Source: an optimization exercise on an open RTL-to-GDS flow (aim: small area, a short achievable clock period and few clock cycles per item). Production flows keep margins and buffers that such runs may drop. In this exercise RTL edits were held to simulation tests only and were not proved equivalent to the original. Power and IR drop assume default switching activity.

// dcache_ctrl
module dcache_ctrl #(
  parameter int INDEX_BITS = 4
) (
  input  logic         clk_i,
  input  logic         rst_i,
  input  logic         cpu_req_i,
  input  logic         cpu_we_i,
  input  logic [31:0]  cpu_addr_i,
  input  logic [31:0]  cpu_data_i,
  output logic [31:0]  cpu_data_o,
  output logic         cpu_stall_o,
  output logic         mem_enable_o,
  output logic         mem_write_o,
  output logic [31:0]  mem_addr_o,
  output logic [255:0] mem_data_o,
  input  logic [255:0] mem_data_i,
  input  logic         mem_ack_i
);
export LEC_CHECK = 0
export CAP_MARGIN = 20
export CORE_MARGIN = 2
export CORE_UTILIZATION = 45
export CTS_CLUSTER_DIAMETER = 80
export CTS_CLUSTER_SIZE = 24
export PLACE_DENSITY = 0.6
export SETUP_SLACK_MARGIN = 4
export SLEW_MARGIN = 20
export TNS_END_PERCENT = 0
create_clock -name core_clock -period 10.0 [get_ports {clk_i}]
standard.sh (not shown) runs the stock make flow with config.mk's settings and CLKGATE_MAP_FILE= SYNTH_SCRIPT=/design/flow/synth_recipe.tcl, a recipe that flattens the netlist after the stock synthesis.
==> flow/flow/run.sh <==
#!/bin/bash
# The standard ORFS layout (the standard.sh, with its standard synthesis), except that the
# input and output ports are buffered with buf_2 instead of the default delay-buffer cell.
# Every ORFS step writes its full log under orfs/logs/; make's own output goes to make_finish.log.
set -euo pipefail
export BUFFER_PORTS_ARGS="-buffer_cell sky130_fd_sc_hd__buf_2"
bash standard.sh finish > make_finish.log 2>&1
The starting point produced a clean layout.
Testbench counts at the start, summed over its fixed seeds: cycles 81,298, accesses 48,000.
Change:
==> flow/run.sh (new file) <==
#!/bin/bash
# synth_recipe.tcl (not shown) runs the flow's synth.tcl, then flattens the netlist and writes it again
# the make line also repeats each setting of config.mk as NAME=value (left out here)
make -C /OpenROAD-flow-scripts/flow DESIGN_CONFIG=/design/flow/config.mk WORK_HOME=/design/flow/orfs CLKGATE_MAP_FILE= SYNTH_SCRIPT=/design/flow/synth_recipe.tcl finish
- CORE_UTILIZATION: 45 -> 60
- CTS_CLUSTER_DIAMETER: 80 -> 100
- CTS_CLUSTER_SIZE: 24 -> 30
- PLACE_DENSITY: 0.6 -> 0.72
removed: flow/flow/run.sh
removed: flow/standard.sh
After rerunning:
- The new run passed the timing, DRC and antenna checks
- first-iteration DRC count rises by about a fifth
- clock power falls by roughly a tenth
- via count rises slightly
- design area is about the same
- count of clock-buffer cells in the layout falls by 61
- final cell count falls by roughly a tenth
- non-clock buffer count rises by 103
- core utilization rises by 17 points
Change:
==> flow/flow/run.sh (new file) <==
#!/bin/bash
# The standard ORFS layout (the standard.sh, with its standard synthesis), except that the
# input and output ports are buffered with buf_2 instead of the default delay-buffer cell.
# Every ORFS step writes its full log under orfs/logs/; make's own output goes to make_finish.log.
set -euo pipefail
export BUFFER_PORTS_ARGS="-buffer_cell sky130_fd_sc_hd__buf_2"
bash standard.sh finish > make_finish.log 2>&1
==> flow/standard.sh (new file) <==
#!/bin/bash
# synth_recipe.tcl (not shown) runs the flow's synth.tcl, then flattens the netlist and writes it again
# the make line also repeats each setting of config.mk as NAME=value (left out here)
make -C /OpenROAD-flow-scripts/flow DESIGN_CONFIG=/design/flow/config.mk WORK_HOME=/design/flow/orfs CLKGATE_MAP_FILE= SYNTH_SCRIPT=/design/flow/synth_recipe.tcl "${@:-finish}"
- CORE_UTILIZATION: 60 -> 45
- CTS_CLUSTER_DIAMETER: 100 -> 90
- CTS_CLUSTER_SIZE: 30 -> 27
- GPL_ROUTABILITY_DRIVEN: not set -> 0
- PLACE_DENSITY: 0.72 -> 0.6
removed: flow/run.sh
Core utilization fell by 17 points.
Power rose by 1.8%.
First-iteration DRC count fell by 13%.
Non-clock buffer count fell by 112.
Combinational power fell by 5.4%.
Fmax rose by 1.4%.
Synthesized cell count does not change.
Setup slack gains 0.10 ns.
Design area fell by 0.56%.
Area after synthesis stays the same.
Change:
==> flow/run.sh (new file) <==
#!/bin/bash
# synth_recipe.tcl (not shown) runs the flow's synth.tcl, then flattens the netlist and writes it again
# the make line also repeats each setting of config.mk as NAME=value (left out here)
make -C /OpenROAD-flow-scripts/flow DESIGN_CONFIG=/design/flow/config.mk WORK_HOME=/design/flow/orfs CLKGATE_MAP_FILE= SYNTH_SCRIPT=/design/flow/synth_recipe.tcl finish
- CTS_CLUSTER_DIAMETER: 90 -> 100
- CTS_CLUSTER_SIZE: 27 -> 30
- GPL_ROUTABILITY_DRIVEN: 0 -> not set
removed: flow/flow/run.sh
removed: flow/standard.sh
Result: The new run completed with no timing, DRC or antenna violations; design area is higher by 2.5%; total power barely changes; synthesized cell count does not change.
Change:
==> flow/flow/run.sh (new file) <==
#!/bin/bash
# The standard ORFS layout (the standard.sh, with its standard synthesis), except that:
#  - the input and output ports are buffered with buf_2 instead of the default delay-buffer cell;
#  - the resizer may size a cell to any drive strength, not only to cells of the same width
#    (MATCH_CELL_FOOTPRINT=0).
# Every ORFS step writes its full log under orfs/logs/; make's own output goes to make_finish.log.
set -euo pipefail
export BUFFER_PORTS_ARGS="-buffer_cell sky130_fd_sc_hd__buf_2"
bash standard.sh MATCH_CELL_FOOTPRINT=0 finish > make_finish.log 2>&1
==> flow/standard.sh (new file) <==
#!/bin/bash
# synth_recipe.tcl (not shown) runs the flow's synth.tcl, then flattens the netlist and writes it again
# the make line also repeats each setting of config.mk as NAME=value (left out here)
make -C /OpenROAD-flow-scripts/flow DESIGN_CONFIG=/design/flow/config.mk WORK_HOME=/design/flow/orfs CLKGATE_MAP_FILE= SYNTH_SCRIPT=/design/flow/synth_recipe.tcl "${@:-finish}"
- CTS_CLUSTER_DIAMETER: 100 -> 80
- CTS_CLUSTER_SIZE: 30 -> 24
removed: flow/run.sh
=>
- hold slack degrades by 0.0090 ns
- die area is unchanged
- wire length falls by 2.5%
- register-to-register slack improves by 0.02 ns
- clock-buffer cell count rises by 58
- global-route usage falls by 0.80 points
- synthesized area stays the same
- design area falls by 2.5%

separate check: timing with driven ports:
How much do the figures lean on ideal ports? The routed layouts below were timed once more, with nothing changed but the port constraints. Step 1, drivers: a clkbuf_16 drives clk_i and a buf_2 each remaining input, both assumed. Step 2 times the ports against the registers' clock, not the clock port: input delays grow and output delays shrink by t, the midpoint of the rising clock arrivals with the driver on. a / b / c = no drivers / after step 1 / after step 2; a / b = the first two.
| run | t, ns | slack for setup (ns) | worst setup path at the end | clock arrival spread, ns | worst slew at a driven data input, ns |
|---|---|---|---|---|---|
| the first run | 1.100 | 2.677 / 2.104 / 1.950 | input to register | 0.108 / 0.108 | 0.67 |
| the second run | 1.027 | 2.608 / 2.033 / 1.749 | input to register | 0.054 / 0.054 | 0.68 |
| the third run | 1.087 | 2.707 / 2.194 / 2.041 | input to register | 0.079 / 0.079 | 0.60 |
| the fourth run | 1.061 | 2.701 / 1.869 / 1.869 | input to output | 0.098 / 0.098 | 1.07 |
| the fifth run | 1.091 | 2.591 / 2.154 / 2.149 | input to register | 0.091 / 0.092 | 0.51 |
After both steps setup and hold are still met in every run listed. The setup slack of the second run, which loses most, moves by -0.575 ns with the drivers and by -0.859 ns with both steps.
